Background: an optimization exercise with open tools, aiming at small area, a short achievable clock period and few clock cycles. Do not read the settings as production practice.
Where RTL was checked, it was by simulation tests only, not by an equivalence proof against the original.
Function not checked in runs 2 to 4, 6 and 7: the RTL went through the layout flow alone.
Power figures rest on the tool's default switching activity, not on a simulated workload.

==> design.v <==
`timescale 1ns / 1ps
package tsf_pkg;
  localparam logic [15:0] HEADER_BYTES  = 16'd20;
  localparam logic [7:0]  TS_KIND       = 8'd8;
  localparam int          MIN_REMAIN    = 10;
  localparam logic [3:0]  TS_LAST_INDEX = 4'd9;
  localparam logic [3:0]  TS_VALUE_END  = 4'd5;
  localparam logic [15:0] POS_MAX       = 16'hFFFF;
  localparam logic [16:0] KIND_GAP = 17'(1 + MIN_REMAIN);
  localparam logic [16:0] LEN_GAP  = 17'(MIN_REMAIN - 1);
  localparam int QUEUE_DEPTH = 4;
  localparam int QUEUE_AW    = $clog2(QUEUE_DEPTH);
  typedef enum logic [1:0] {
    PH_WAIT,
    PH_LEN,
    PH_CAPTURE
  } phase_t;
  typedef enum logic [1:0] {
    OUT_NONE,
    OUT_MISS,
    OUT_HIT
  } outcome_t;
  typedef struct packed {
    logic [7:0]  data;
    logic        first;
    logic        last;
    logic [15:0] total_length;
    logic [15:0] pos;
    logic [16:0] pos_len;
    logic        kind_fail;
  } beat_t;
  typedef struct packed {
    logic        found;
    logic [7:0]  option_kind;
    logic [7:0]  option_length;
    logic [31:0] ts_value;
    logic [31:0] ts_echo;
  } result_t;
endpackage
`timescale 1ns / 1ps
module tcp_timestamp_option_finder
(
  input  logic        clk,
  input  logic        rst,
  input  logic        in_valid,
  output logic        in_ready,
  input  logic [7:0]  data_byte,
  input  logic        first_byte,
  input  logic        last_byte,
  input  logic [15:0] total_length,
  output logic        out_valid,
  input  logic        out_ready,
  output logic        found,
  output logic [7:0]  option_kind,
  output logic [7:0]  option_length,
  output logic [31:0] ts_value,
  output logic [31:0] ts_echo
);
  localparam logic [1:0] PH_WAIT = 2'd0;
  localparam logic [1:0] PH_LEN  = 2'd1;
  localparam logic [1:0] PH_CAP  = 2'd2;
  localparam logic [1:0] PH_DONE = 2'd3;
  logic [15:0] pos9;       
  logic        pos_ovf;    
  logic [7:0]  cnt;        
  logic [1:0]  phase;
  logic [71:0] res;        
  logic        take;
  logic [15:0] q;
  logic        q_ovf;
  logic [1:0]  ph;
  logic [7:0]  c;
  logic [7:0]  x;
  logic        fail;
  logic        d_le1;
  logic        hit, miss;
  logic [1:0]  phase_n;
  logic [7:0]  cnt_n;
  logic        cap_step;
  logic [16:0] q_inc;
  assign in_ready = !out_valid || out_ready;
  assign take     = in_valid && in_ready;
  assign q     = first_byte ? 16'd9 : pos9;
  assign q_ovf = first_byte ? 1'b0  : pos_ovf;
  assign ph    = first_byte ? PH_WAIT : phase;
  assign c     = first_byte ? 8'd20 : cnt;
  assign d_le1 = data_byte[7:1] == 7'd0;
  assign x     = (ph == PH_LEN && !d_le1) ? data_byte : 8'd2;
  assign fail  = q_ovf || (({1'b0, q} + {9'd0, x}) > {1'b0, total_length});
  assign q_inc = {1'b0, q} + 17'd1;
  always_comb begin
    hit     = 1'b0;
    miss    = 1'b0;
    phase_n = ph;
    cnt_n   = c - 8'd1;
    unique case (ph)
      PH_WAIT: begin
        if (c == 8'd0) begin
          cnt_n = 8'd0;
          if (d_le1) begin
            if (fail) miss = 1'b1;
          end else if (data_byte == 8'd8) begin
            phase_n = PH_CAP;
            cnt_n   = 8'd8;
          end else begin
            phase_n = PH_LEN;
          end
        end
      end
      PH_LEN: begin
        phase_n = PH_WAIT;
        cnt_n   = data_byte - 8'd2;
        if (data_byte == 8'd0 || fail) miss = 1'b1;
        else if (data_byte == 8'd1) cnt_n = 8'd0;
      end
      PH_CAP: begin
        if (c == 8'd0) hit = 1'b1;
      end
      default: begin
      end
    endcase
    if (ph != PH_DONE && !hit && last_byte) miss = 1'b1;
    if (hit || miss) phase_n = PH_DONE;
  end
  assign cap_step = (ph == PH_CAP) && (!last_byte || c == 8'd0);
  always_ff @(posedge clk) begin
    if (rst) begin
      pos9      <= 16'd9;
      pos_ovf   <= 1'b0;
      cnt       <= 8'd20;
      phase     <= PH_WAIT;
      out_valid <= 1'b0;
    end else begin
      if (take) begin
        pos9    <= q_inc[15:0];
        pos_ovf <= q_ovf || q_inc[16];
        cnt     <= cnt_n;
        phase   <= phase_n;
      end
      if (take && (hit || miss)) out_valid <= 1'b1;
      else if (out_ready)        out_valid <= 1'b0;
    end
  end
  always_ff @(posedge clk) begin
    if (take) begin
      res <= cap_step ? {res[63:0], data_byte} : 72'd0;
      if (hit || miss) found <= hit;
    end
  end
  assign option_kind   = {4'd0, found, 3'd0};
  assign option_length = res[71:64];
  assign ts_value      = res[63:32];
  assign ts_echo       = res[31:0];
endmodule
==> run.sh <==
#!/bin/bash
# synth_recipe.tcl (not shown) runs the flow's synth.tcl, then flattens the netlist and writes it again
# the make line also repeats each setting of config.mk as NAME=value (left out here)
make -C /OpenROAD-flow-scripts/flow DESIGN_CONFIG=/design/flow/config.mk WORK_HOME=/design/flow/orfs CLKGATE_MAP_FILE= SYNTH_SCRIPT=/design/flow/synth_recipe.tcl finish
==> config.mk <==
export PLATFORM = sky130hd
export DESIGN_NAME = tcp_timestamp_option_finder
export DESIGN_NICKNAME = tcp_timestamp_option_finder
export VERILOG_FILES = /design/flow/design.v
export SDC_FILE = /design/flow/constraint.sdc
export NUM_CORES = 4
export LEC_CHECK = 0
export CAP_MARGIN = 20
export CORE_MARGIN = 2
export CORE_UTILIZATION = 40
export PLACE_DENSITY = 0.6
export SLEW_MARGIN = 20
==> constraint.sdc <==
create_clock -name core_clock -period 6.0 [get_ports {clk}]
set_input_delay 1.2000 -clock core_clock [delete_from_list [all_inputs] [get_ports {clk}]]
set_output_delay 1.2000 -clock core_clock [all_outputs]
set_load 0.01 [all_outputs]
==> summary.txt, run 1 <==
Critical path
  – Crit-path max FO: 7
  – Crit-path cells: clkdlybuf4s50_1 -> inv_1 -> ha_1 -> nand2b_1 -> nand2b_1 -> and3_1 -> ha_1 -> inv_1 -> fa_1 -> nor2b_1 -> o31ai_1 -> a31o_2 -> or3_2 -> a21oi_1 -> ha_1 -> nand4_1 -> nor2_1 -> a221o_1 -> o21ai_2 -> nand3_2 -> a311oi_1 -> nor3_1
  – CP max stage delay: 0.53 ns
  – Reg2Reg Depth: 19
  – Worst endpoint required time: 6.22 ns
  – CP dominant cell by count: ha_1
  – Crit path from: data_byte[2]
  – Critical Path Sink Type: register
  – CP Capture Point: cnt[7]
  – Startpoint Class: input pin
  – Worst r2r src: phase[0]
  – CP max stage cell: clkdlybuf4s50_1
  – Critical Path AT: 5.81 ns
  – Critical path class: input pin to register
  – Flop2flop setup slack: 1.55 ns
  – Worst r2r dst: cnt[7]

Power
  – NetSw: 0.374 mW
  – Combinational share of power: 0.127
  – Maximum vdd drop: 0.131 mV
  – Clock Power Share: 0.366
  – Leak: 2.78 nW
  – Sequential power share: 0.507
  – Sw Ratio: 0.238
  – Pwr Density: 218 nW/um^2
  – Total power draw: 1.57 mW
  – Cell internal pwr: 1.20 mW

CTS
  – Hold-fix buffer count after cts: 0
  – CTS tree: built
  – Worst-Skew Late Latency: 0.35 ns
  – Register clock-pin slew on the reported worst setup and hold paths: 0.06 ns
  – Post-cts resize count: 0
  – H-tree depth: 3
  – Root Driver: clkbuf_16
  – Clk sinks: 101
  – CTS Buf Count: 9
  – Deepest clock path buffer count: 2
  – Post-CTS setup buffers: 0

Yosys
  – Ys async rst share: 0
  – Synth top cells by count: and2_1, edfxtp_1, nor2_1
  – Largest family of logic cells by synthesized area: simple AND/OR/NAND/NOR gates
  – Post-Syn Area: 5630 sq um
  – Area contributors post-synth: edfxtp_1, dfxtp_1, and2_1
  – Register bit count reported by yosys: 101
  – Multiplexer share of the synthesized area: 0.00178
  – Sequential element share of the synthesized area: 0.489
  – Area leader, netlist: edfxtp_1
  – Avg Synthesized Cell Area: 10.2 sq um
  – Ys flop type: edfxtp_1
  – Post-synth EDFFs: 73
  – Cell with the most instances after synthesis: and2_1
  – YS warnings: 1
  – Xor/xnor share of the synthesized area: 0.0389
  – Simple-Gate Fraction of Synth Area: 0.237
  – Post-synthesis compound-gate area fraction: 0.119
  – Yosys top cell area share: 0.390
  – Mapped Cells: 554
  – Netlist cell types: 66
  – Synthesized-area fraction occupied by adder cells: 0.0680

Global routing
  – Vias in the first global route: 4,219
  – GRT overflow: 0
  – Total GRT Usage: 0.183
  – Largest net degree at the start of global routing: 90
  – Initial antenna violation count: 0
  – First-pass GRT wire length: 21,200 um

Worst hold path
  – Worst hold path class: register to register

Floorplanning
  – Starting density of the core: 0.407
  – Top-Level Pins: 113
  – FP Rows: 43
  – Die X: 123 um
  – Core Region: 13,800 sq um
  – Die Ht: 123 um
  – Die ar.: 15,000 sq um

Timing
  – Fin Hold WS: 0.488 ns
  – Clock skew: 0.00727 ns
  – Final hold vios: 0
  – Tcrit/Tclk final: 0.932
  – Period minus WS final: 5.59 ns
  – Slew Limit Fails: 0
  – Fmax: 0.179 GHz
  – Finish-stage setup viols: 0
  – Unrepaired setup endpoints after global routing: false
  – Slew @ Worst Pin: 0.663 ns
  – Setup_tns: 0 ns
  – Relative slew slack: 0.557

Routing
  – Remaining DRCs: 0
  – Detailed-route via count: 4,332
  – ANT nets after route: 0
  – DR WL/cell: 15.6 um
  – Final WL: 13,300 um
  – TritonRoute pass-1 iters: 4
  – Initial DRC count: 278
  – Vias/cell: 5.10

Run status
  – Status: timing/DRC/antenna clean

Placed design
  – Final HPWL DP: 9900 um
  – IO buf count: 105
  – GP Congestion: 0.901

Layout
  – Multi-input logic area: 2640 sq um
  – Area Overhead vs Synth: 28.4%
  – N_diodes: 0
  – Seq. cell area: 2750 sq um
  – Fillers: 1,243
  – Ratio of cells with drive above 1 in the final layout: 0.0732
  – Net count, final: 725

Run
  – # Max-Cap Violations: 0
layout by cell type (no fill, tap or decap), drive strengths merged, types with 8 or more instances in the layout:
cell and instances:
clkbuf 10, nor2 53, dfxtp 28, xnor2 17, ha 29, nor3 16
nand3 9, xor2 8, nand2b 11, inv 30, a31oi 9, buf 17
edfxtp 73, nand2 34, a21oi 26, nand4 10, clkdlybuf4s50 105, nor2b 11
o21ai 21, and2 80
per-stage QoR:
stage	instance area [sq um]	worst slack [ns]	util	std cells
finish	7220	0.411	0.522	849
global route	7220	0.0220	0.522	849
CTS	7220	0.417	0.522	849
detailed placement	6930	0.0601	0.501	834
global placement	6930	0.216	0.501	834
floorplan	5650	0.544	-	560
cells by family after synthesis:
| logic type | Yosys count |
|---|---|
| buffers and inverters | 58 |
| adders and majority gates | 30 |
| xor gates and xnor gates | 25 |
| AOI/OAI and AO/OA | 95 |
| and+or+nand+nor | 243 |
| DFF | 101 |
| other | 1 |
| muxes | 1 |
sequential cells by signal, summed over array words and instances (netlist names):
name       count
cnt            8
found          1
out_valid      1
phase          2
pos9          16
pos_ovf        1
res           72
power groups by stage:
stage                     combinational [mW]  clock [mW]  sequential, mW
after global routing                   0.219       0.615           0.802
after CTS                              0.202       0.590           0.798
after detailed placement               0.202           0           0.814
after floorplan                       0.0882           0           0.822
final                                  0.200       0.576           0.798
after global placement                 0.200           0           0.812
final cells by class:
class | count | area share
Timing Repair Buffer | 122 | 0.167
Inverter | 30 | 0.0158
Tap cell | 180 | 0.0312
Multi-Input combinational cell | 401 | 0.365
Clock buffer | 10 | 0.0317
Sequential cell | 101 | 0.381
Clock inverter | 5 | 0.00831
worst min-delay path by stage:
stage,start,end,slack [ns],depth (start not counted)
after floorplan,pos_ovf,pos_ovf,0.46,2
after global placement,pos9[4],pos9[4],0.47,2
after detailed placement,pos9[4],pos9[4],0.48,2
after CTS,pos9[4],pos9[4],0.49,2
after global routing,pos9[1],pos9[1],0.53,2
final,pos9[4],pos9[4],0.49,2
worst max-delay path: cells and delay by family:
family,cells,cell delay [ns]
compound gates,6,1.39
fa+ha+maj,4,1.01
buf+inv,3,0.68
simple gates,9,1.51
layer usage:
metal / global-route usage / vias to the layer above / wire length (um)
met5: 0 / - / 0
met4: 0.0805 / 0 / 306
met3: 0.0237 / 21 / 420
met2: 0.320 / 106 / 6780
met1: 0.225 / 2057 / 5750
li1: - / 2148 / -
Testbench counts, summed over its fixed seeds: cycles 24,217.
==> run 2, diff against run 1 <==
--- a/design.v
+++ b/design.v
@@ -60,34 +60,50 @@
   localparam logic [1:0] PH_LEN  = 2'd1;
   localparam logic [1:0] PH_CAP  = 2'd2;
   localparam logic [1:0] PH_DONE = 2'd3;
+  logic        fv;
+  logic [7:0]  fd;
+  logic        ff;
+  logic        fl;
+  logic        ffail;      
   logic [15:0] pos9;       
   logic        pos_ovf;    
   logic [7:0]  cnt;        
   logic [1:0]  phase;
   logic [71:0] res;        
   logic        take;
+  logic        go;
+  logic        harmless;
   logic [15:0] q;
   logic        q_ovf;
   logic [1:0]  ph;
   logic [7:0]  c;
-  logic [7:0]  x;
   logic        fail;
   logic        d_le1;
-  logic        hit, miss;
+  logic        in_le1;
+  logic [7:0]  in_x;
+  logic        hit, miss, settle;
   logic [1:0]  phase_n;
   logic [7:0]  cnt_n;
   logic        cap_step;
   logic [16:0] q_inc;
-  assign in_ready = !out_valid || out_ready;
+  logic        fv_n;
+  logic        out_valid_n;
+  logic        settled_n;
+  logic        harmless_n;
+  logic        res_shift;
+  logic        res_hold;
   assign take     = in_valid && in_ready;
+  assign harmless = (phase == PH_DONE && !ff) || (ff && !fl);
+  assign go       = fv && (!out_valid || harmless);
   assign q     = first_byte ? 16'd9 : pos9;
   assign q_ovf = first_byte ? 1'b0  : pos_ovf;
-  assign ph    = first_byte ? PH_WAIT : phase;
-  assign c     = first_byte ? 8'd20 : cnt;
-  assign d_le1 = data_byte[7:1] == 7'd0;
-  assign x     = (ph == PH_LEN && !d_le1) ? data_byte : 8'd2;
-  assign fail  = q_ovf || (({1'b0, q} + {9'd0, x}) > {1'b0, total_length});
   assign q_inc = {1'b0, q} + 17'd1;
+  assign ph    = ff ? PH_WAIT : phase;
+  assign c     = ff ? 8'd20 : cnt;
+  assign d_le1 = fd[7:1] == 7'd0;
+  assign in_le1 = data_byte[7:1] == 7'd0;
+  assign in_x   = in_le1 ? 8'd2 : data_byte;
+  assign fail  = ffail;
   always_comb begin
     hit     = 1'b0;
     miss    = 1'b0;
@@ -99,7 +115,7 @@
           cnt_n = 8'd0;
           if (d_le1) begin
             if (fail) miss = 1'b1;
-          end else if (data_byte == 8'd8) begin
+          end else if (fd == 8'd8) begin
             phase_n = PH_CAP;
             cnt_n   = 8'd8;
           end else begin
@@ -109,9 +125,9 @@
       end
       PH_LEN: begin
         phase_n = PH_WAIT;
-        cnt_n   = data_byte - 8'd2;
-        if (data_byte == 8'd0 || fail) miss = 1'b1;
-        else if (data_byte == 8'd1) cnt_n = 8'd0;
+        cnt_n   = fd - 8'd2;
+        if (fd == 8'd0 || fail) miss = 1'b1;
+        else if (fd == 8'd1) cnt_n = 8'd0;
       end
       PH_CAP: begin
         if (c == 8'd0) hit = 1'b1;
@@ -119,33 +135,50 @@
       default: begin
       end
     endcase
-    if (ph != PH_DONE && !hit && last_byte) miss = 1'b1;
+    if (ph != PH_DONE && !hit && fl) miss = 1'b1;
     if (hit || miss) phase_n = PH_DONE;
   end
-  assign cap_step = (ph == PH_CAP) && (!last_byte || c == 8'd0);
+  assign settle   = hit || miss;
+  assign cap_step = (ph == PH_CAP) && (!fl || c == 8'd0);
+  assign res_shift = fv && !out_valid && cap_step;
+  assign res_hold  = !(fv && !out_valid);
+  assign fv_n        = take || (fv && !go);
+  assign out_valid_n = (go && settle) || (out_valid && !out_ready);
+  assign settled_n   = go ? (phase_n == PH_DONE) : (phase == PH_DONE);
+  assign harmless_n  = take ? ((settled_n && !first_byte) || (first_byte && !last_byte))
+                            : ((settled_n && !ff) || (ff && !fl));
   always_ff @(posedge clk) begin
     if (rst) begin
+      fv        <= 1'b0;
+      in_ready  <= 1'b1;
       pos9      <= 16'd9;
       pos_ovf   <= 1'b0;
       cnt       <= 8'd20;
       phase     <= PH_WAIT;
       out_valid <= 1'b0;
     end else begin
+      fv        <= fv_n;
+      in_ready  <= !fv_n || !out_valid_n || harmless_n;
+      out_valid <= out_valid_n;
       if (take) begin
         pos9    <= q_inc[15:0];
         pos_ovf <= q_ovf || q_inc[16];
+      end
+      if (go) begin
         cnt     <= cnt_n;
         phase   <= phase_n;
       end
-      if (take && (hit || miss)) out_valid <= 1'b1;
-      else if (out_ready)        out_valid <= 1'b0;
     end
   end
   always_ff @(posedge clk) begin
     if (take) begin
-      res <= cap_step ? {res[63:0], data_byte} : 72'd0;
-      if (hit || miss) found <= hit;
+      fd <= data_byte;
+      ff <= first_byte;
+      fl <= last_byte;
+      ffail <= q_ovf || (({1'b0, q} + {9'd0, in_x}) > {1'b0, total_length});
     end
+    res <= ({72{res_shift}} & {res[63:0], fd}) | ({72{res_hold}} & res);
+    if (go && settle) found <= hit;
   end
   assign option_kind   = {4'd0, found, 3'd0};
   assign option_length = res[71:64];
==> run 2 against run 1 <==
  * Cell area decreased by 1.7%
  * Clock power increased by 74%
  * Critical path depth decreased by 2
  * Synthesized area decreased by 3.7%
  * Still clean
  * Clock skew increased by 0.0043 ns
  * Flip-flop and latch count increased by 13
  * Total power increased by 24%
==> summary.txt, run 2 <==
Floorplanning
  – Core Region: 13,200 sq um
  – FP Rows: 42
  – Starting density of the core: 0.409
  – Die X: 120 um
  – Die ar.: 14,500 sq um
  – Top-Level Pins: 113
  – Die Ht: 120 um

Yosys
  – Cell with the most instances after synthesis: dfxtp_1
  – Synth top cells by count: dfxtp_1, a22o_1, nor2_1
  – Yosys top cell area share: 0.377
  – Ys flop type: dfxtp_1
  – Area contributors post-synth: dfxtp_1, a22o_1, edfxtp_1
  – Post-Syn Area: 5420 sq um
  – Mapped Cells: 565
  – YS warnings: 1
  – Sequential element share of the synthesized area: 0.443
  – Ys async rst share: 0
  – Netlist cell types: 53
  – Post-synth EDFFs: 12
  – Register bit count reported by yosys: 114
  – Area leader, netlist: dfxtp_1
  – Avg Synthesized Cell Area: 9.59 sq um

Global routing
  – Total GRT Usage: 0.184
  – Initial antenna violation count: 0
  – Largest net degree at the start of global routing: 74
  – Vias in the first global route: 4,169
  – First-pass GRT wire length: 21,300 um
  – GRT overflow: 0

Critical path
  – Startpoint Class: input pin
  – Critical Path Sink Type: register
  – Worst r2r src: pos9[3]
  – Worst endpoint required time: 6.15 ns
  – CP dominant cell by count: a21oi_1
  – Flop2flop setup slack: 2.19 ns
  – Critical Path AT: 5.06 ns
  – Crit-path cells: clkdlybuf4s50_1 -> nor4_1 -> nand2_1 -> o21a_1 -> ha_1 -> inv_1 -> fa_1 -> nand3b_1 -> a21oi_1 -> o41ai_1 -> nor2_1 -> nand3_1 -> xnor2_1 -> ha_1 -> a21oi_1 -> o21ai_0 -> a21oi_1 -> nor2b_1 -> a2111oi_0 -> o211ai_1
  – Critical path class: input pin to register
  – CP max stage cell: clkdlybuf4s50_1
  – Reg2Reg Depth: 15
  – Crit-path max FO: 4
  – CP max stage delay: 0.47 ns
  – Worst r2r dst: ffail

Layout
  – Most common cell after layout, fill and taps aside: clkdlybuf4s50_1
  – Max reg flops: 72
  – Area Overhead vs Synth: 31.1%
  – Net count, final: 719
  – N_diodes: 0
  – Top flop regs: res x72, pos9 x16
  – Ratio of cells with drive above 1 in the final layout: 0.0609
  – Fillers: 1,179
  – Most frequent cells in the layout: clkdlybuf4s50_1, dfxtp_1, a22o_1
  – Reg with most FFs: res

Timing
  – Setup_tns: 0 ns
  – Clock skew: 0.0116 ns
  – Period minus WS final: 4.91 ns
  – Fin Hold WS: 0.475 ns
  – Final hold vios: 0
  – Fmax: 0.204 GHz
  – Finish-stage setup viols: 0
  – Relative slew slack: 0.313
  – Unrepaired setup endpoints after global routing: false
  – Tcrit/Tclk final: 0.818
  – Slew Limit Fails: 0
  – Slew @ Worst Pin: 1.02 ns
  – Final Worst Setup Slack: 1.09 ns

Placed design
  – Final HPWL DP: 9450 um
  – Place WS: 0.690 ns
  – GP Congestion: 0.901
  – IO buf count: 105

CTS
  – Root Driver: clkbuf_16
  – CTS tree: built
  – Post-CTS setup buffers: 0
  – Register clock-pin slew on the reported worst setup and hold paths: 0.06 ns
  – Hold-fix buffer count after cts: 0
  – CTS Buf Count: 17
  – Clk sinks: 114
  – Worst-Skew Late Latency: 0.41 ns
  – H-tree depth: 4
  – Post-cts resize count: 0
  – Deepest clock path buffer count: 2

Routing
  – Remaining DRCs: 0
  – ANT nets after route: 0
  – TritonRoute pass-1 iters: 4
  – Initial DRC count: 306
  – Final WL: 13,200 um
  – Vias/cell: 5.28
  – Detailed-route via count: 4,484
  – DR WL/cell: 15.6 um

Power
  – Leak: 2.76 nW
  – Maximum vdd drop: 0.164 mV
  – Pwr Density: 274 nW/um^2

Run status
  – Status: timing/DRC/antenna clean

Worst hold path
  – Worst hold path class: register to register
  – Hold path startpoint: res[67]
  – Min-Delay Path Depth: 1
  – Hold EP: res[67]

Run
  – # Max-Cap Violations: 0
run 2: logic make-up after synthesis:
| group | share of synthesized area |
|---|---|
| compound gates | 0.214 |
| other cells | 0.000692 |
| mux | 0.00393 |
| fa+ha+maj | 0.0684 |
| flops | 0.443 |
| simple gates | 0.158 |
| buf+inv | 0.0630 |
| xor+xnor | 0.0485 |
run 2: how the worst max path moves through the flow:
stage | startpoint | end | depth (start not counted) | slack [ns]
6_report | data_byte[5] | ffail | 20 | 1.09
5_1_grt | data_byte[5] | ffail | 20 | 0.68
4_1_cts | data_byte[4] | ffail | 20 | 1.11
3_5_place_dp | data_byte[4] | ffail | 20 | 0.69
3_3_place_gp | data_byte[4] | ffail | 20 | 0.78
2_1_floorplan | first_byte | ffail | 17 | 1.35
run 2: per-layer routing:
layer | track usage | wire length, um | vias up | part of all wire
li1 | - | - | 2228 | -
met1 | 0.261 | 6590 | 2113 | 0.50
met2 | 0.273 | 5870 | 128 | 0.44
met3 | 0.0415 | 555 | 15 | 0.042
met4 | 0.0719 | 187 | 0 | 0.014
met5 | 0 | 0 | - | 0
run 2: critical path: cells and delay by family:
family | cells | cell delay, ns
compound gates | 8 | 1.62
simple gates | 6 | 0.92
fa+ha+maj | 3 | 0.65
buf+inv | 2 | 0.54
xor+xnor | 1 | 0.13
run 2: report_power, final:
part           switching [mW]  internal [mW]
Combinational          0.0794         0.0640
Sequential             0.0169          0.785
Clock                   0.353          0.650
run 2: final cells by class:
type                       instances  area, sq um  area share
clock buffer                      18          429      0.0604
clock inverter                    14          164      0.0231
timing repair buffer             109         1080       0.152
tap                              176          220      0.0310
sequential                       114         2400       0.338
inverter                          28          105      0.0148
multi-input combinational        390         2700       0.380
run 2: metrics by stage:
stage / cell area, sq um / total power, mW / std cells / util
finish: 7100 / 1.95 / 849 / 0.536
global route: 7100 / 2.02 / 849 / 0.536
CTS: 7100 / 1.96 / 849 / 0.536
detailed placement: 6510 / 0.960 / 817 / 0.491
global placement: 6510 / 0.957 / 817 / 0.491
floorplan: 5440 / 0.911 / 571 / -
==> run 3, diff against run 2 <==
--- a/config.mk
+++ b/config.mk
@@ -5,8 +5,10 @@
 export SDC_FILE = /design/flow/constraint.sdc
 export NUM_CORES = 4
 export LEC_CHECK = 0
+export ABC_CLOCK_PERIOD_IN_PS = 2000
 export CAP_MARGIN = 20
 export CORE_MARGIN = 2
 export CORE_UTILIZATION = 40
 export PLACE_DENSITY = 0.6
+export SETUP_SLACK_MARGIN = 3.8
 export SLEW_MARGIN = 20
==> run 3 against run 2 <==
  * Sequential share of layout area is 2.7 points lower
  * Critical endpoint unchanged
  * Largest cell class unchanged
  * Critical path type unchanged
  * Flip-flop and latch count stayed put
  * Global-route usage is 3.0 points higher
==> summary.txt, run 3 <==
Critical path
  – Critical Path Sink Type: register
  – Crit path from: data_byte[7]
  – Startpoint Class: input pin
  – Critical path class: input pin to register
  – CP max stage delay: 0.36 ns
  – Worst endpoint required time: 6.16 ns
  – Crit-path cells: buf_8 -> nor4_4 -> nand2_1 -> nand2b_1 -> inv_1 -> fa_2 -> nand3b_1 -> a21oi_2 -> o41ai_4 -> nor2_2 -> nand3_1 -> xnor2_1 -> ha_1 -> a21oi_2 -> o21ai_1 -> a21oi_1 -> nor2b_1 -> a2111oi_2 -> o211ai_1
  – Worst r2r src: pos9[0]
  – Critical Path AT: 4.18 ns
  – CP dominant cell by count: a21oi_2
  – Crit-path max FO: 4
  – CP max stage cell: fa_2

Yosys
  – YS warnings: 1
  – Avg Synthesized Cell Area: 9.59 sq um
  – Mapped Cells: 565
  – Post-Syn Area: 5420 sq um
  – Cell with the most instances after synthesis: dfxtp_1
  – Synthesized-area fraction occupied by adder cells: 0.0684
  – Multiplexer share of the synthesized area: 0.00393
  – Ys flop type: dfxtp_1
  – Largest family of logic cells by synthesized area: compound AO/OA/AOI/OAI gates
  – Simple-Gate Fraction of Synth Area: 0.158
  – Ys async rst share: 0
  – Area leader, netlist: dfxtp_1
  – Sequential element share of the synthesized area: 0.443
  – Post-synth EDFFs: 12
  – Synth top cells by count: dfxtp_1, a22o_1, nor2_1
  – Register bit count reported by yosys: 114
  – Yosys top cell area share: 0.377
  – Netlist cell types: 53
  – Post-synthesis compound-gate area fraction: 0.214
  – Area contributors post-synth: dfxtp_1, a22o_1, edfxtp_1
  – Xor/xnor share of the synthesized area: 0.0485

CTS
  – CTS Buf Count: 17
  – Register clock-pin slew on the reported worst setup and hold paths: 0.06 ns
  – Worst-Skew Late Latency: 0.42 ns
  – CTS tree: built
  – Deepest clock path buffer count: 2
  – Clk sinks: 114
  – H-tree depth: 4
  – Hold-fix buffer count after cts: 0
  – Root Driver: clkbuf_16

Timing
  – Final hold vios: 0
  – Setup_tns: 0 ns
  – Relative slew slack: 0.481
  – Fmax: 0.249 GHz
  – Slew @ Worst Pin: 0.778 ns
  – Unrepaired setup endpoints after global routing: true
  – Clock skew: 0.0142 ns
  – Period minus WS final: 4.02 ns
  – Finish-stage setup viols: 0
  – Slew Limit Fails: 0
  – Tcrit/Tclk final: 0.671

Placed design
  – IO buf count: 105
  – GP Congestion: 0.841
  – Final HPWL DP: 9540 um

Routing
  – Detailed-route via count: 4,770
  – TritonRoute pass-1 iters: 4
  – Initial DRC count: 290
  – DR WL/cell: 16.4 um
  – Vias/cell: 5.20
  – Final WL: 15,000 um
  – ANT nets after route: 0
  – Remaining DRCs: 0

Layout
  – Area Overhead vs Synth: 46.5%
  – Fillers: 1,167
  – Max reg flops: 72
  – Most common cell after layout, fill and taps aside: a22o_1
  – Reg with most FFs: res
  – Most frequent cells in the layout: a22o_1, buf_2, dfxtp_1
  – Final core occ: 0.599
  – Net count, final: 788
  – Ratio of cells with drive above 1 in the final layout: 0.399
  – Top flop regs: res x72, pos9 x16
  – N_diodes: 0

Floorplanning
  – Die ar.: 14,500 sq um
  – Core Region: 13,200 sq um
  – FP Rows: 42
  – Starting density of the core: 0.409
  – Die X: 120 um
  – Top-Level Pins: 113
  – Die Ht: 120 um

Global routing
  – Largest net degree at the start of global routing: 74
  – GRT overflow: 0
  – First-pass GRT wire length: 24,300 um
  – Total GRT Usage: 0.215
  – Vias in the first global route: 4,609
  – Initial antenna violation count: 0

Worst hold path
  – Worst hold path class: register to register
  – Hold path startpoint: res[24]

Power
  – Pwr Density: 255 nW/um^2
  – Maximum vdd drop: 0.227 mV
  – Leak: 3.43 nW

Run status
  – Status: timing/DRC/antenna clean

Run
  – # Max-Cap Violations: 0
## run 3: worst max-delay path, delay by kind of cell
kind / cells / cell delay (ns)
xor gates and xnor gates: 1 / 0.14
and+or+nand+nor: 7 / 1.01
buffers and inverters: 2 / 0.16
AOI/OAI and AO/OA: 7 / 1.00
adders and majority gates: 2 / 0.67
## run 3: report_power, final
part	switching, mW	internal (mW)
logic	0.0950	0.0839
registers	0.0169	0.784
clock network	0.374	0.668
## run 3: cell families (layout without fill, tap and decap cells)
kind of cell | after synthesis | after routing
multiplexers | 2 | 2
buffers and inverters | 67 | 238
AND/OR/NAND/NOR | 170 | 170
flip-flops | 114 | 114
adder cells (fa/ha/maj) | 29 | 29
other | 1 | 7
AO/OA/AOI/OAI | 152 | 152
XOR/XNOR | 30 | 30
## run 3: routing by layer
layer	GRT usage	wire length, um	vias up
li1	-	-	2364
met1	0.293	7190	2284
met2	0.339	7160	116
met3	0.0425	587	6
met4	0.0749	100	0
met5	0	0	-
## run 3: layout make-up
class,instances,area (sq um),area share
clock buffer,18,439,0.0553
clock inverter,14,179,0.0225
inverter,28,109,0.0137
multi-input combinational,390,2990,0.377
sequential,114,2470,0.311
tap,176,220,0.0278
timing repair buffer,178,1530,0.193
## run 3: worst paths after layout
path	to	slack, ns	cells after the start
max	ffail	1.98	19
min	res[32]	0.47	1
max reg2reg	ffail	2.65	17
min reg2reg	res[32]	0.47	1
## run 3: metrics by stage
step           setup slack (ns)  hold slack (ns)  std cells  cell area [sq um]  power [mW]
4_1_cts                    1.96            0.472        902               7970        2.04
2_1_floorplan              1.71            0.458        571               5600       0.919
3_3_place_gp              0.984            0.460        817               6640       0.965
5_1_grt                    1.72            0.490        918               7940        2.10
3_5_place_dp              0.843            0.468        817               6640       0.969
6_report                   1.98            0.466        918               7940        2.02
## run 3: repair_timing
item | CTS | global route
pin swaps | 25 | 16
gates resized for setup | 401 | 39
buffers inserted | 45 | 16
cloned | 8 | 0
setup endpoints to repair | 192 | 132
==> run 4, diff against run 3 <==
--- a/config.mk
+++ b/config.mk
@@ -10,5 +10,4 @@
 export CORE_MARGIN = 2
 export CORE_UTILIZATION = 40
 export PLACE_DENSITY = 0.6
-export SETUP_SLACK_MARGIN = 3.8
 export SLEW_MARGIN = 20
==> run 4 against run 3 <==
  * Combinational power decreased by about 20%
  * Worst hold slack improved by 0.0096 ns
  * Clock skew decreased by 0.0026 ns
  * Global-route usage decreased by 3.0 points
==> summary.txt, run 4 <==
Run status
  – Status: timing/DRC/antenna clean

Yosys
  – Mapped Cells: 565
  – Ys async rst share: 0
  – Post-synth EDFFs: 12
  – Cell with the most instances after synthesis: dfxtp_1
  – Register bit count reported by yosys: 114
  – Post-Syn Area: 5420 sq um
  – Ys flop type: dfxtp_1
  – Synth top cells by count: dfxtp_1, a22o_1, nor2_1
  – Yosys top cell area share: 0.377
  – Netlist cell types: 53
  – Avg Synthesized Cell Area: 9.59 sq um
  – Area contributors post-synth: dfxtp_1, a22o_1, edfxtp_1
  – Sequential element share of the synthesized area: 0.443
  – YS warnings: 1
  – Area leader, netlist: dfxtp_1

Layout
  – Ratio of cells with drive above 1 in the final layout: 0.0609
  – Max reg flops: 72
  – Design Area, Final: 7100 sq um
  – Most common cell after layout, fill and taps aside: clkdlybuf4s50_1
  – N_diodes: 0
  – Most frequent cells in the layout: clkdlybuf4s50_1, dfxtp_1, a22o_1
  – Net count, final: 719
  – Reg with most FFs: res
  – Final core occ: 0.536
  – Area Overhead vs Synth: 31.1%
  – Top flop regs: res x72, pos9 x16

Routing
  – Uppermost layer routed: met4
  – Vias/cell: 5.28
  – Final WL: 13,200 um
  – Detailed-route via count: 4,484
  – Initial DRC count: 306
  – TritonRoute pass-1 iters: 4
  – Remaining DRCs: 0
  – ANT nets after route: 0
  – DR WL/cell: 15.6 um
  – Wire length on met2: 5870 um
  – Routed met3 length: 555 um
  – Wire length on met1: 6590 um

Power
  – Maximum vdd drop: 0.164 mV
  – Pwr Density: 274 nW/um^2
  – Leak: 2.76 nW
  – NetSw: 0.449 mW
  – Sequential power share: 0.412
  – Combinational share of power: 0.074
  – Clock Power Share: 0.515
  – Cell internal pwr: 1.50 mW
  – Sw Ratio: 0.231

Critical path
  – Critical Path AT: 5.06 ns
  – Worst endpoint required time: 6.15 ns
  – Startpoint Class: input pin
  – Critical path class: input pin to register
  – Flop2flop setup slack: 2.19 ns
  – Crit-path max FO: 4
  – Worst r2r src: pos9[3]
  – Worst r2r dst: ffail
  – Reg2Reg Depth: 15
  – Critical Path Sink Type: register

Timing
  – Fmax: 0.204 GHz
  – Period minus WS final: 4.91 ns
  – Finish-stage setup viols: 0
  – Clock skew: 0.0116 ns
  – Final hold vios: 0
  – Slew @ Worst Pin: 1.02 ns
  – Setup_tns: 0 ns
  – Slew Limit Fails: 0
  – Final Worst Setup Slack: 1.09 ns
  – Relative slew slack: 0.313
  – Fin Hold WS: 0.475 ns
  – Tcrit/Tclk final: 0.818
  – Unrepaired setup endpoints after global routing: false

Worst hold path
  – Hold EP: res[67]
  – Worst hold path class: register to register
  – Hold path startpoint: res[67]
  – Min-Delay Path Depth: 1

CTS
  – Register clock-pin slew on the reported worst setup and hold paths: 0.06 ns
  – Clk sinks: 114
  – Post-cts resize count: 0
  – Root Driver: clkbuf_16
  – Hold-fix buffer count after cts: 0
  – CTS tree: built
  – Worst-Skew Late Latency: 0.41 ns
  – CTS Buf Count: 17
  – Deepest clock path buffer count: 2
  – H-tree depth: 4
  – Post-CTS setup buffers: 0

Floorplanning
  – Core Region: 13,200 sq um
  – Starting density of the core: 0.409
  – Top-Level Pins: 113
  – FP Rows: 42
  – Die Ht: 120 um
  – Die ar.: 14,500 sq um
  – Die X: 120 um

Placed design
  – DP Area: 6510 sq um
  – Place WS: 0.690 ns
  – IO buf count: 105
  – Final HPWL DP: 9450 um
  – GP Congestion: 0.901

Global routing
  – Vias in the first global route: 4,169
  – Initial antenna violation count: 0
  – Total GRT Usage: 0.184
  – Largest net degree at the start of global routing: 74
  – GRT overflow: 0
  – First-pass GRT wire length: 21,300 um

Run
  – # Max-Cap Violations: 0
[run 4: cell types whose count changed in the layout (fill, tap and decap cells not counted), moves of 6 or more]
cell,delta
buf_16,-7
buf_4,-41
nor2b_1,+6
clkdlybuf4s50_1,+87
dfxtp_1,+51
o21ai_0,+7
clkdlybuf4s15_2,-15
o21ai_1,-7
dfxtp_2,-50
clkbuf_2,-6
buf_2,-63
buf_6,-17
[run 4: stage by stage]
stage               cells  power, mW
CTS                   849       1.96
finish                849       1.95
detailed placement    817      0.960
floorplan             571      0.911
global route          849       2.02
global placement      817      0.957
[run 4: worst max-delay path by stage]
stage	start	endpoint	slack, ns	depth (start not counted)
6_report	data_byte[5]	ffail	1.09	20
5_1_grt	data_byte[5]	ffail	0.68	20
4_1_cts	data_byte[4]	ffail	1.11	20
3_5_place_dp	data_byte[4]	ffail	0.69	20
3_3_place_gp	data_byte[4]	ffail	0.78	20
2_1_floorplan	first_byte	ffail	1.35	17
[run 4: final cells by class]
cell class / count / area [sq um]
multi-input combinational: 390 / 2700
timing repair buffer: 109 / 1080
clock inverter: 14 / 164
tap: 176 / 220
fill: 1179 / 6140
clock buffer: 18 / 429
inverter: 28 / 105
sequential: 114 / 2400
[run 4: logic make-up after synthesis]
group	Yosys count	share of synthesized area
simple gates	170	0.158
compound gates	152	0.214
flops	114	0.443
buf+inv	67	0.0630
xor+xnor	30	0.0485
fa+ha+maj	29	0.0684
mux	2	0.00393
other cells	1	0.000692
[run 4: critical path, cell delays in order]
cell and delay [ns]:
clkdlybuf4s50_1 0.47, nor4_1 0.28, nand2_1 0.11, o21a_1 0.18, ha_1 0.19, inv_1 0.07, fa_1 0.19, nand3b_1 0.14
a21oi_1 0.09, o41ai_1 0.45, nor2_1 0.19, nand3_1 0.14, xnor2_1 0.13, ha_1 0.27, a21oi_1 0.15, o21ai_0 0.10
a21oi_1 0.15, nor2b_1 0.06, a2111oi_0 0.38, o211ai_1 0.12
[run 4: power by group through the flow]
| stage | sequential (mW) | clock (mW) | combinational [mW] |
|---|---|---|---|
| after floorplan | 0.812 | 0 | 0.0990 |
| after global placement | 0.817 | 0 | 0.140 |
| after detailed placement | 0.817 | 0 | 0.143 |
| after CTS | 0.801 | 1.02 | 0.144 |
| after global routing | 0.804 | 1.06 | 0.162 |
| final | 0.802 | 1.00 | 0.143 |
[run 4: layer usage]
| layer | global-route usage | up-vias |
|---|---|---|
| met2 | 0.273 | 128 |
| met4 | 0.0719 | 0 |
| met1 | 0.261 | 2113 |
| met3 | 0.0415 | 15 |
| li1 | - | 2228 |
| met5 | 0 | - |
==> run 5, diff against run 4 <==
--- a/design.v
+++ b/design.v
@@ -64,7 +64,7 @@
   logic [7:0]  fd;
   logic        ff;
   logic        fl;
-  logic        ffail;      
+  logic [15:0] fL;
   logic [15:0] pos9;       
   logic        pos_ovf;    
   logic [7:0]  cnt;        
@@ -77,10 +77,9 @@
   logic        q_ovf;
   logic [1:0]  ph;
   logic [7:0]  c;
+  logic [7:0]  x;
   logic        fail;
   logic        d_le1;
-  logic        in_le1;
-  logic [7:0]  in_x;
   logic        hit, miss, settle;
   logic [1:0]  phase_n;
   logic [7:0]  cnt_n;
@@ -95,15 +94,14 @@
   assign take     = in_valid && in_ready;
   assign harmless = (phase == PH_DONE && !ff) || (ff && !fl);
   assign go       = fv && (!out_valid || harmless);
-  assign q     = first_byte ? 16'd9 : pos9;
-  assign q_ovf = first_byte ? 1'b0  : pos_ovf;
-  assign q_inc = {1'b0, q} + 17'd1;
+  assign q     = ff ? 16'd9 : pos9;
+  assign q_ovf = ff ? 1'b0  : pos_ovf;
   assign ph    = ff ? PH_WAIT : phase;
   assign c     = ff ? 8'd20 : cnt;
   assign d_le1 = fd[7:1] == 7'd0;
-  assign in_le1 = data_byte[7:1] == 7'd0;
-  assign in_x   = in_le1 ? 8'd2 : data_byte;
-  assign fail  = ffail;
+  assign x     = (ph == PH_LEN && !d_le1) ? fd : 8'd2;
+  assign fail  = q_ovf || (({1'b0, q} + {9'd0, x}) > {1'b0, fL});
+  assign q_inc = {1'b0, q} + 17'd1;
   always_comb begin
     hit     = 1'b0;
     miss    = 1'b0;
@@ -160,11 +158,9 @@
       fv        <= fv_n;
       in_ready  <= !fv_n || !out_valid_n || harmless_n;
       out_valid <= out_valid_n;
-      if (take) begin
+      if (go) begin
         pos9    <= q_inc[15:0];
         pos_ovf <= q_ovf || q_inc[16];
-      end
-      if (go) begin
         cnt     <= cnt_n;
         phase   <= phase_n;
       end
@@ -175,7 +171,7 @@
       fd <= data_byte;
       ff <= first_byte;
       fl <= last_byte;
-      ffail <= q_ovf || (({1'b0, q} + {9'd0, in_x}) > {1'b0, total_length});
+      fL <= total_length;
     end
     res <= ({72{res_shift}} & {res[63:0], fd}) | ({72{res_hold}} & res);
     if (go && settle) found <= hit;
--- a/config.mk
+++ b/config.mk
@@ -5,7 +5,6 @@
 export SDC_FILE = /design/flow/constraint.sdc
 export NUM_CORES = 4
 export LEC_CHECK = 0
-export ABC_CLOCK_PERIOD_IN_PS = 2000
 export CAP_MARGIN = 20
 export CORE_MARGIN = 2
 export CORE_UTILIZATION = 40
==> run 5 against run 4 <==
  * Cell area up 10%
  * Sequential power up 15%
  * Non-clock buffer count up 2
  * Cell count up 6.9%
==> summary.txt, run 5 <==
Run status
  – Status: timing/DRC/antenna clean

Timing
  – Slew @ Worst Pin: 0.966 ns
  – Slew Limit Fails: 0
  – Fin Hold WS: 0.475 ns
  – Tcrit/Tclk final: 0.842
  – Unrepaired setup endpoints after global routing: false
  – Clock skew: 0.0108 ns
  – Period minus WS final: 5.05 ns
  – Relative slew slack: 0.352
  – Finish-stage setup viols: 0
  – Fmax: 0.198 GHz
  – Final hold vios: 0
  – Setup_tns: 0 ns

Routing
  – Final WL: 14,700 um
  – TritonRoute pass-1 iters: 4
  – Vias/cell: 5.46
  – Initial DRC count: 360
  – ANT nets after route: 0
  – Detailed-route via count: 4,954
  – DR WL/cell: 16.2 um
  – Remaining DRCs: 0

CTS
  – Post-CTS setup buffers: 0
  – Deepest clock path buffer count: 2
  – Worst-Skew Late Latency: 0.42 ns
  – Root Driver: clkbuf_16
  – Clk sinks: 129
  – Hold-fix buffer count after cts: 0
  – CTS Buf Count: 17
  – H-tree depth: 4
  – CTS tree: built
  – Post-cts resize count: 0
  – Register clock-pin slew on the reported worst setup and hold paths: 0.06 ns

Yosys
  – Area leader, netlist: dfxtp_1
  – Mapped Cells: 609
  – Ys async rst share: 0
  – Area contributors post-synth: dfxtp_1, edfxtp_1, a22o_1
  – Cell with the most instances after synthesis: dfxtp_1
  – Netlist cell types: 65
  – Post-synth EDFFs: 27
  – Synth top cells by count: dfxtp_1, a22o_1, nand2_1
  – Register bit count reported by yosys: 129
  – YS warnings: 1
  – Avg Synthesized Cell Area: 10.0 sq um
  – Ys flop type: dfxtp_1
  – Yosys top cell area share: 0.335
  – Post-Syn Area: 6100 sq um
  – Sequential element share of the synthesized area: 0.468

Layout
  – Most frequent cells in the layout: clkdlybuf4s50_1, dfxtp_1, a22o_1
  – Area Overhead vs Synth: 28.5%
  – Reg with most FFs: res
  – Max reg flops: 72
  – Top flop regs: res x72, fL x16, pos9 x16
  – Ratio of cells with drive above 1 in the final layout: 0.0736
  – Most common cell after layout, fill and taps aside: clkdlybuf4s50_1
  – Net count, final: 767
  – N_diodes: 0
  – Fillers: 1,374

Critical path
  – Worst endpoint required time: 6.28 ns
  – CP max stage delay: 0.45 ns
  – CP max stage cell: nor4_1
  – Worst r2r src: ff
  – Startpoint Class: register
  – Cell family with most CP delay: simple AND/OR/NAND/NOR gates
  – WP buf/inv: 3
  – Flop2flop setup slack: 0.95 ns
  – Crit path from: ff
  – Critical path class: register to register
  – Critical Path AT: 5.33 ns
  – Critical Path Sink Type: register
  – Crit-path cells: inv_1 -> nand2_1 -> nor2_1 -> buf_4 -> and3_1 -> ha_1 -> inv_1 -> fa_1 -> nand2b_1 -> a21oi_1 -> o41ai_4 -> or3_1 -> a21oi_1 -> ha_1 -> nand4_1 -> nor4_1 -> a21o_1 -> o21ai_2 -> nor3_2 -> o21ai_0
  – Crit-path max FO: 14

Global routing
  – Gr busiest metal: met2
  – Met2 Resource Use GR: 0.300
  – First-pass GRT wire length: 23,900 um
  – GRT overflow: 0
  – Total GRT Usage: 0.185
  – GR Util met1: 0.235
  – Met3 Usage GRT: 0.0473
  – Vias in the first global route: 4,715
  – Initial antenna violation count: 0
  – Largest net degree at the start of global routing: 74

Floorplanning
  – Die ar.: 16,200 sq um
  – Die Ht: 127 um
  – FP Rows: 45
  – Starting density of the core: 0.405
  – Top-Level Pins: 113
  – Die X: 127 um
  – Core Region: 15,000 sq um

Run
  – # Max-Cap Violations: 0

Power
  – Leak: 3.05 nW
  – Pwr Density: 257 nW/um^2
  – Maximum vdd drop: 0.189 mV

Placed design
  – Final HPWL DP: 10,600 um
  – GP Congestion: 0.866
  – IO buf count: 105

Worst hold path
  – Hold path startpoint: res[70]
  – Worst hold path class: register to register
run 5: per-stage QoR:
stage	std cells	util	total power [mW]	setup slack, ns	instance area [sq um]
after detailed placement	876	0.483	1.06	1.04	7270
after global placement	876	0.483	1.06	1.24	7270
after floorplan	615	-	1.02	1.66	6120
after CTS	908	0.521	2.03	0.979	7830
after global routing	908	0.521	2.09	0.520	7830
final	908	0.521	2.01	0.951	7830
run 5: worst reg2reg max path: stages (launching register included):
cell and delay (ns):
edfxtp_1 0.38, inv_1 0.35, nand2_1 0.23, nor2_1 0.14, buf_4 0.18, and3_1 0.17
ha_1 0.16, inv_1 0.06, fa_1 0.41, nand2b_1 0.18, a21oi_1 0.33, o41ai_4 0.16
or3_1 0.33, a21oi_1 0.18, ha_1 0.17, nand4_1 0.12, nor4_1 0.45, a21o_1 0.19
o21ai_2 0.10, nor3_2 0.45, o21ai_0 0.18
run 5: report_power, final:
group	switching (mW)	leakage, nW	internal [mW]
Sequential	0.0192	1.09	0.905
Combinational	0.0687	1.68	0.0503
Clock	0.397	0.279	0.573
Total	0.485	3.05	1.53
run 5: path summary, 6_finish.rpt:
path | end | cells after the start
worst max-delay path | cnt[5] | 20
worst min-delay path | res[70] | 1
worst max register to register | cnt[5] | 20
worst min register to register | res[70] | 1
run 5: area by class of cell:
type                            count  area, sq um  share of cell area
Clock buffer                       21          472              0.0602
Clock inverter                     11         93.8              0.0120
Inverter                           32          120              0.0153
Multi-Input combinational cell    416         2960               0.378
Sequential cell                   129         2850               0.364
Tap cell                          188          235              0.0300
Timing Repair Buffer              111         1100               0.140
run 5: cell families after synthesis:
family	Yosys count	synth area share
AOI/OAI and AO/OA	179	0.224
and+or+nand+nor	174	0.156
DFF	129	0.468
buffers and inverters	70	0.0513
adders and majority gates	30	0.0628
xor gates and xnor gates	24	0.0345
muxes	2	0.00328
other	1	0.000615
run 5: layer usage:
metal  share of wire  vias to the layer above  routed length [um]
met5               0                        -                   0
met4           0.027                        0                 399
met3           0.038                       24                 557
met2            0.48                      130                7130
met1            0.45                     2365                6640
li1                -                     2435                   -
Testbench counts of run 5, summed over its fixed seeds: cycles 24,217.
==> run 6, diff against run 5 <==
--- a/design.v
+++ b/design.v
@@ -64,7 +64,7 @@
   logic [7:0]  fd;
   logic        ff;
   logic        fl;
-  logic [15:0] fL;
+  logic        ffail;      
   logic [15:0] pos9;       
   logic        pos_ovf;    
   logic [7:0]  cnt;        
@@ -77,14 +77,16 @@
   logic        q_ovf;
   logic [1:0]  ph;
   logic [7:0]  c;
-  logic [7:0]  x;
   logic        fail;
   logic        d_le1;
+  logic        in_le1;
+  logic [7:0]  in_x;
   logic        hit, miss, settle;
   logic [1:0]  phase_n;
   logic [7:0]  cnt_n;
   logic        cap_step;
-  logic [16:0] q_inc;
+  logic [16:0] p_inc;
+  logic        in_fail;
   logic        fv_n;
   logic        out_valid_n;
   logic        settled_n;
@@ -94,14 +96,42 @@
   assign take     = in_valid && in_ready;
   assign harmless = (phase == PH_DONE && !ff) || (ff && !fl);
   assign go       = fv && (!out_valid || harmless);
-  assign q     = ff ? 16'd9 : pos9;
-  assign q_ovf = ff ? 1'b0  : pos_ovf;
+  assign q     = first_byte ? 16'd9 : pos9;
+  assign q_ovf = !first_byte && pos_ovf;
+  assign p_inc = {1'b0, pos9} + 17'd1;
   assign ph    = ff ? PH_WAIT : phase;
   assign c     = ff ? 8'd20 : cnt;
   assign d_le1 = fd[7:1] == 7'd0;
-  assign x     = (ph == PH_LEN && !d_le1) ? fd : 8'd2;
-  assign fail  = q_ovf || (({1'b0, q} + {9'd0, x}) > {1'b0, fL});
-  assign q_inc = {1'b0, q} + 17'd1;
+  assign in_le1 = data_byte[7:1] == 7'd0;
+  assign in_x   = {data_byte[7:2], data_byte[1] | in_le1, data_byte[0] && !in_le1};
+  always_comb begin
+    logic [15:0] cs_s;
+    logic [15:0] cs_k;
+    logic [15:0] row_b;
+    logic [15:0] g, pr;
+    int          w;
+    for (int i = 0; i < 16; i++) begin
+      cs_s[i] = q[i] ^ (i < 8 ? in_x[i % 8] : 1'b0) ^ !total_length[i];
+      cs_k[i] = (q[i] && (i < 8 ? in_x[i % 8] : 1'b0)) ||
+                (q[i] && !total_length[i]) ||
+                ((i < 8 ? in_x[i % 8] : 1'b0) && !total_length[i]);
+    end
+    row_b = {cs_k[14:0], 1'b0};
+    for (int i = 0; i < 16; i++) begin
+      g[i]  = cs_s[i] && row_b[i];
+      pr[i] = cs_s[i] || row_b[i];
+    end
+    for (w = 1; w < 16; w = w * 2) begin
+      for (int i = 15; i >= 0; i--) begin
+        if (i % (2 * w) == 2 * w - 1) begin
+          g[i]  = g[i] || (pr[i] && g[i - w]);
+          pr[i] = pr[i] && pr[i - w];
+        end
+      end
+    end
+    in_fail = q_ovf || cs_k[15] || g[15];
+  end
+  assign fail  = ffail;
   always_comb begin
     hit     = 1'b0;
     miss    = 1'b0;
@@ -158,9 +188,11 @@
       fv        <= fv_n;
       in_ready  <= !fv_n || !out_valid_n || harmless_n;
       out_valid <= out_valid_n;
+      if (take) begin
+        pos9    <= first_byte ? 16'd10 : p_inc[15:0];
+        pos_ovf <= q_ovf || p_inc[16];
+      end
       if (go) begin
-        pos9    <= q_inc[15:0];
-        pos_ovf <= q_ovf || q_inc[16];
         cnt     <= cnt_n;
         phase   <= phase_n;
       end
@@ -171,7 +203,7 @@
       fd <= data_byte;
       ff <= first_byte;
       fl <= last_byte;
-      fL <= total_length;
+      ffail <= in_fail;
     end
     res <= ({72{res_shift}} & {res[63:0], fd}) | ({72{res_hold}} & res);
     if (go && settle) found <= hit;
==> flow/run.sh (new file) <==
#!/bin/bash
# Layout flow: the standard ORFS flow, with the port buffers that placement inserts
# made as plain sky130_fd_sc_hd__buf_1 cells (ORFS otherwise picks a delay buffer).
# Every ORFS step keeps its own log under orfs/logs/; make's output goes to standard.log.
set -euo pipefail
cd "$(dirname "$0")/.."
export BUFFER_PORTS_ARGS="-buffer_cell sky130_fd_sc_hd__buf_1"
bash standard.sh > standard.log 2>&1
==> standard.sh (new file) <==
#!/bin/bash
# synth_recipe.tcl (not shown) runs the flow's synth.tcl, then flattens the netlist and writes it again
# the make line also repeats each setting of config.mk as NAME=value (left out here)
make -C /OpenROAD-flow-scripts/flow DESIGN_CONFIG=/design/flow/config.mk WORK_HOME=/design/flow/orfs CLKGATE_MAP_FILE= SYNTH_SCRIPT=/design/flow/synth_recipe.tcl "${@:-finish}"
removed: run.sh
==> run 6 against run 5 <==
  * Register-to-register slack better by 2.2 ns
  * First-iteration DRC count is 28% lower
  * Synthesized cell count is 20% lower
  * Utilization is 2.9 points lower
  * Still clean on timing, DRC and antenna
  * Clock-buffer cell count is 2 lower
  * Via count is 17% lower
==> summary.txt, run 6 <==
Run status
  – Status: timing/DRC/antenna clean

Layout
  – Max reg flops: 72
  – Reg with most FFs: res
  – Top flop regs: res x72, pos9 x16
  – Design Area, Final: 6160 sq um
  – Most common cell after layout, fill and taps aside: buf_1
  – Final core occ: 0.492
  – Net count, final: 642
  – N_diodes: 0
  – Most frequent cells in the layout: buf_1, dfxtp_1, a22o_2
  – Ratio of cells with drive above 1 in the final layout: 0.165
  – Area Overhead vs Synth: 20.8%

Run
  – # Max-Cap Violations: 0

Placed design
  – IO buf count: 105
  – Final HPWL DP: 8470 um
  – GP Congestion: 0.845
  – DP Area: 5560 sq um

Timing
  – Finish-stage setup viols: 0
  – Relative slew slack: 0.472
  – Fin Hold WS: 0.473 ns
  – Period minus WS final: 3.25 ns
  – Clock skew: 0.00775 ns
  – Setup_tns: 0 ns
  – Unrepaired setup endpoints after global routing: false
  – Slew @ Worst Pin: 0.788 ns
  – Tcrit/Tclk final: 0.542
  – Slew Limit Fails: 0
  – Fmax: 0.308 GHz
  – Final hold vios: 0

Global routing
  – Initial antenna violation count: 0
  – Vias in the first global route: 3,873
  – GRT overflow: 0
  – Total GRT Usage: 0.184
  – First-pass GRT wire length: 19,400 um
  – Largest net degree at the start of global routing: 74

Routing
  – DR WL/cell: 15.6 um
  – ANT nets after route: 0
  – Initial DRC count: 259
  – Remaining DRCs: 0
  – Final WL: 12,100 um
  – Detailed-route via count: 4,104
  – TritonRoute pass-1 iters: 4
  – Vias/cell: 5.28

Yosys
  – Ys flop type: dfxtp_1
  – Post-Syn Area: 5100 sq um
  – Area leader, netlist: dfxtp_1
  – Yosys top cell area share: 0.400
  – Synth top cells by count: dfxtp_1, a22o_2, nor2_1
  – Cell with the most instances after synthesis: dfxtp_1
  – Register bit count reported by yosys: 114
  – Area contributors post-synth: dfxtp_1, a22o_2, edfxtp_1
  – Sequential element share of the synthesized area: 0.471
  – Avg Synthesized Cell Area: 10.4 sq um
  – Netlist cell types: 57
  – YS warnings: 1
  – Ys async rst share: 0
  – Mapped Cells: 490
  – Post-synth EDFFs: 12

CTS
  – Hold-fix buffer count after cts: 0
  – CTS Buf Count: 17
  – Register clock-pin slew on the reported worst setup and hold paths: 0.06 ns
  – Clk sinks: 114
  – CTS tree: built
  – H-tree depth: 4
  – Deepest clock path buffer count: 2
  – Post-cts resize count: 0
  – Post-CTS setup buffers: 0
  – Root Driver: clkbuf_16
  – Worst-Skew Late Latency: 0.42 ns

Critical path
  – Critical Path AT: 3.40 ns
  – Crit-path max FO: 17
  – Worst endpoint required time: 6.15 ns
  – Startpoint Class: input pin
  – Flop2flop setup slack: 3.13 ns
  – Critical Path Sink Type: register
  – Critical path class: input pin to register

Power
  – Maximum vdd drop: 0.149 mV
  – Total power draw: 1.93 mW
  – Pwr Density: 314 nW/um^2
  – Leak: 2.31 nW

Floorplanning
  – Starting density of the core: 0.408
  – Die Ht: 117 um
  – Die X: 117 um
  – FP Rows: 41
  – Core Region: 12,500 sq um
  – Die ar.: 13,700 sq um
  – Top-Level Pins: 113

Worst hold path
  – Worst hold path class: register to register
-- run 6: changes by cell type after synthesis, sizes merged, moves of 9 or more --
cell,previous run,this run
a21oi,33,14
edfxtp,27,12
ha,29,13
nand2,39,26
o21ai,24,12
xnor2,20,11
-- run 6: final cells by class --
cell class,instances,area (sq um)
repair buffers,107,409
inverters,29,109
well taps,172,215
fillers,1189,6350
flip-flops and latches,114,2400
clock inverters,13,145
multi-input cells,323,2430
clock buffers,19,454
-- run 6: final timing paths --
path,from,end,cells past startpoint
max reg2reg,ff,res[20],7
max,first_byte,ffail,9
min,res[66],res[66],1
min reg2reg,res[66],res[66],1
-- run 6: cell families after synthesis --
family,count (synthesis),share of synthesized area
other,1,0.000735
flip-flops,114,0.471
adder cells (fa/ha/maj),23,0.0652
buffers and inverters,59,0.0596
XOR/XNOR,18,0.0309
AO/OA/AOI/OAI,144,0.238
AND/OR/NAND/NOR,131,0.135
-- run 6: metrics by stage --
stage	setup WS [ns]	cells
global route	2.54	777
global placement	2.37	745
floorplan	2.84	496
finish	2.75	777
detailed placement	2.32	745
CTS	2.76	777
-- run 6: worst max-delay path, cell delays in order --
cell,delay (ns)
buf_1,0.30
inv_1,0.27
nand2_1,0.10
fa_1,0.51
nor2_1,0.05
maj3_1,0.35
maj3_1,0.35
o21ai_0,0.16
nand4_1,0.11
-- run 6: where the power goes --
group | switching (mW) | leakage (nW) | internal [mW]
Clock | 0.378 | 0.295 | 0.641
Sequential | 0.0194 | 0.941 | 0.784
Combinational | 0.0704 | 1.08 | 0.0395
-- run 6: metal layers --
layer / track usage / part of all wire / up-vias
li1: - / - / 2025
met1: 0.229 / 0.45 / 1932
met2: 0.296 / 0.47 / 122
met3: 0.0474 / 0.052 / 25
met4: 0.0918 / 0.027 / 0
met5: 0 / 0 / -
==> run 7, diff against run 6 <==
--- a/config.mk
+++ b/config.mk
@@ -9,4 +9,5 @@
 export CORE_MARGIN = 2
 export CORE_UTILIZATION = 40
 export PLACE_DENSITY = 0.6
+export SETUP_SLACK_MARGIN = 3.9
 export SLEW_MARGIN = 20
==> run 7 against run 6 <==
  * First-iteration DRC count down 18%
  * Clock-buffer cell count up 1
  * Global-route usage up 0.64 points
  * Via count up 6.6%
  * Clock skew up 0.0056 ns
  * Sequential power about the same
  * Cell area up 19%
  * Cell count up 5.4%
  * Wire length up 11%
  * Combinational power up 24%
  * Largest power group unchanged
==> summary.txt, run 7 <==
Run status
  – Status: timing/DRC/antenna clean

Critical path
  – CP max stage cell: fa_1
  – Critical Path Sink Type: register
  – Worst r2r src: pos9[6]
  – WP buf/inv: 2
  – Cell family with most CP delay: adder cells
  – Flop2flop setup slack: 3.73 ns
  – Crit path from: first_byte
  – Critical Path AT: 2.86 ns
  – CP dominant cell by count: maj3_2
  – Critical path class: input pin to register
  – Worst endpoint required time: 6.13 ns
  – Crit-path cells: buf_16 -> clkinv_8 -> nand2_4 -> fa_1 -> nor2_2 -> maj3_2 -> maj3_2 -> o21ai_2 -> nand4_1
  – Crit-path max FO: 8
  – Startpoint Class: input pin
  – CP max stage delay: 0.57 ns

Yosys
  – Post-Syn Area: 5100 sq um
  – Ys flop type: dfxtp_1
  – YS warnings: 1
  – Area contributors post-synth: dfxtp_1, a22o_2, edfxtp_1
  – Synth top cells by count: dfxtp_1, a22o_2, nor2_1
  – Ys async rst share: 0
  – Post-synth EDFFs: 12
  – Sequential element share of the synthesized area: 0.471
  – Area leader, netlist: dfxtp_1
  – Register bit count reported by yosys: 114
  – Mapped Cells: 490
  – Netlist cell types: 57
  – Avg Synthesized Cell Area: 10.4 sq um
  – Cell with the most instances after synthesis: dfxtp_1
  – Yosys top cell area share: 0.400

Floorplanning
  – Die ar.: 13,700 sq um
  – Core Region: 12,500 sq um
  – Top-Level Pins: 113
  – Starting density of the core: 0.408
  – FP Rows: 41
  – Die X: 117 um
  – Die Ht: 117 um

Global routing
  – Total GRT Usage: 0.190
  – First-pass GRT wire length: 20,100 um
  – Vias in the first global route: 4,044
  – Initial antenna violation count: 0
  – GRT overflow: 0
  – Largest net degree at the start of global routing: 74

CTS
  – CTS Buf Count: 17
  – Clk sinks: 114
  – H-tree depth: 4
  – Deepest clock path buffer count: 2
  – Worst-Skew Late Latency: 0.41 ns
  – Hold-fix buffer count after cts: 0
  – Root Driver: clkbuf_16
  – CTS tree: built
  – Register clock-pin slew on the reported worst setup and hold paths: 0.06 ns

Placed design
  – IO buf count: 105
  – GP Congestion: 0.849
  – Place WS: 2.37 ns
  – DP Area: 5640 sq um
  – Final HPWL DP: 8460 um
  – DP Cell Count: 746

Power
  – Clock Power Share: 0.522
  – Leak: 3.03 nW
  – Pwr Density: 267 nW/um^2
  – Combinational share of power: 0.069
  – Sequential power share: 0.409
  – Cell internal pwr: 1.49 mW
  – Total power draw: 1.96 mW
  – NetSw: 0.468 mW
  – Maximum vdd drop: 0.155 mV
  – Sw Ratio: 0.239

Routing
  – ANT nets after route: 0
  – TritonRoute pass-1 iters: 7
  – Initial DRC count: 213
  – Final WL: 13,400 um
  – DR WL/cell: 16.4 um
  – Remaining DRCs: 0
  – Vias/cell: 5.34
  – Detailed-route via count: 4,374

Layout
  – Reg with most FFs: res
  – Most common cell after layout, fill and taps aside: dfxtp_2
  – Ratio of cells with drive above 1 in the final layout: 0.499
  – Design Area, Final: 7340 sq um
  – Final core occ: 0.586
  – N_diodes: 0
  – Fillers: 1,072
  – Layout Cells excl Fill: 819
  – Top flop regs: res x72, pos9 x16
  – Max reg flops: 72
  – Net count, final: 684
  – Most frequent cells in the layout: dfxtp_2, buf_6, a22o_2
  – Area Overhead vs Synth: 43.8%

Timing
  – Fmax: 0.367 GHz
  – Slew @ Worst Pin: 0.778 ns
  – Final hold vios: 0
  – Final Worst Setup Slack: 3.27 ns
  – Fin Hold WS: 0.461 ns
  – Finish-stage setup viols: 0
  – Slew Limit Fails: 0
  – Setup_tns: 0 ns
  – Tcrit/Tclk final: 0.454
  – Relative slew slack: 0.482
  – Unrepaired setup endpoints after global routing: true
  – Clock skew: 0.0134 ns
  – Period minus WS final: 2.73 ns

Worst hold path
  – Worst hold path class: register to register
  – Hold path startpoint: res[65]

Run
  – # Max-Cap Violations: 0
## run 7: logic make-up after synthesis
kind of cell	count (synthesis)	share of synthesized area
AOI/OAI and AO/OA	144	0.238
xor gates and xnor gates	18	0.0309
adders and majority gates	23	0.0652
buffers and inverters	59	0.0596
DFF	114	0.471
other	1	0.000735
and+or+nand+nor	131	0.135
## run 7: timing repair
| item | in CTS | in global routing |
|---|---|---|
| setup endpoints to repair | 176 | 142 |
| gates resized for setup | 174 | 91 |
| setup buffers | 14 | 25 |
| pin swaps | 7 | 14 |
| cloned | 2 | 0 |
| endpoints found under the hold margin | 0 | 0 |
## run 7: power groups by stage
stage / combinational (mW) / sequential (mW) / clock (mW)
final: 0.136 / 0.801 / 1.02
after CTS: 0.125 / 0.800 / 1.04
after global routing: 0.149 / 0.802 / 1.08
after global placement: 0.112 / 0.819 / 0
after detailed placement: 0.114 / 0.819 / 0
after floorplan: 0.0882 / 0.813 / 0
## run 7: cell type report
class                   count  area [sq um]  share of cell area
clock inverters            12           146              0.0199
flip-flops and latches    114          2500               0.341
repair buffers            149          1300               0.177
inverters                  29           134              0.0182
multi-input cells         323          2570               0.351
well taps                 172           215              0.0293
clock buffers              20           468              0.0638
## run 7: path summary, 6_finish.rpt
| check | depth (start not counted) | end |
|---|---|---|
| max | 9 | ffail |
| min | 1 | res[65] |
| max reg2reg | 7 | ffail |
| min reg2reg | 1 | res[65] |
## run 7: per-layer routing
layer	wire length (um)	up-vias	GRT usage	share of wire
met5	0	-	0	0
met4	317	0	0.0871	0.024
met3	631	26	0.0608	0.047
met2	6820	135	0.318	0.51
met1	5640	2105	0.223	0.42
li1	-	2108	-	-

[re-timing with driven ports]
Ports are ideal in the flow. The routed layouts listed here were re-timed in OpenROAD.
Step 1 (the two cells are an assumption about what drives the block):
set clk [get_ports {clk}]
set_driving_cell -lib_cell sky130_fd_sc_hd__clkbuf_16 $clk
set_driving_cell -lib_cell sky130_fd_sc_hd__buf_2 [delete_from_list [all_inputs] $clk]
Step 2 adds t to the input delays and takes it off the output delays; t is the mean of the earliest and latest rising clock arrival at the registers after step 1. Input paths then give back, and output paths get back, about the clock's delay inside the block.
a / b / c = ideal ports / drivers / drivers and shift; a / b = the first two.
run	t, ns	setup slack, ns	pins driven straight from the clock port
run 1	0.386	0.411 / 0.402 / 0.016	1
run 2	0.446	1.092 / 1.111 / 0.665	1
run 3	0.450	1.976 / 1.974 / 1.524	1
run 4	0.446	1.092 / 1.111 / 0.665	1
run 5	0.455	0.951 / 0.951 / 0.951	1
run 6	0.452	2.751 / 2.762 / 2.310	1
run 7	0.441	3.274 / 3.250 / 2.809	1
After both steps setup and hold are still met in every run listed. For run 7, which loses most, drivers alone change the setup slack by -0.024 ns; drivers and shift together by -0.465 ns.
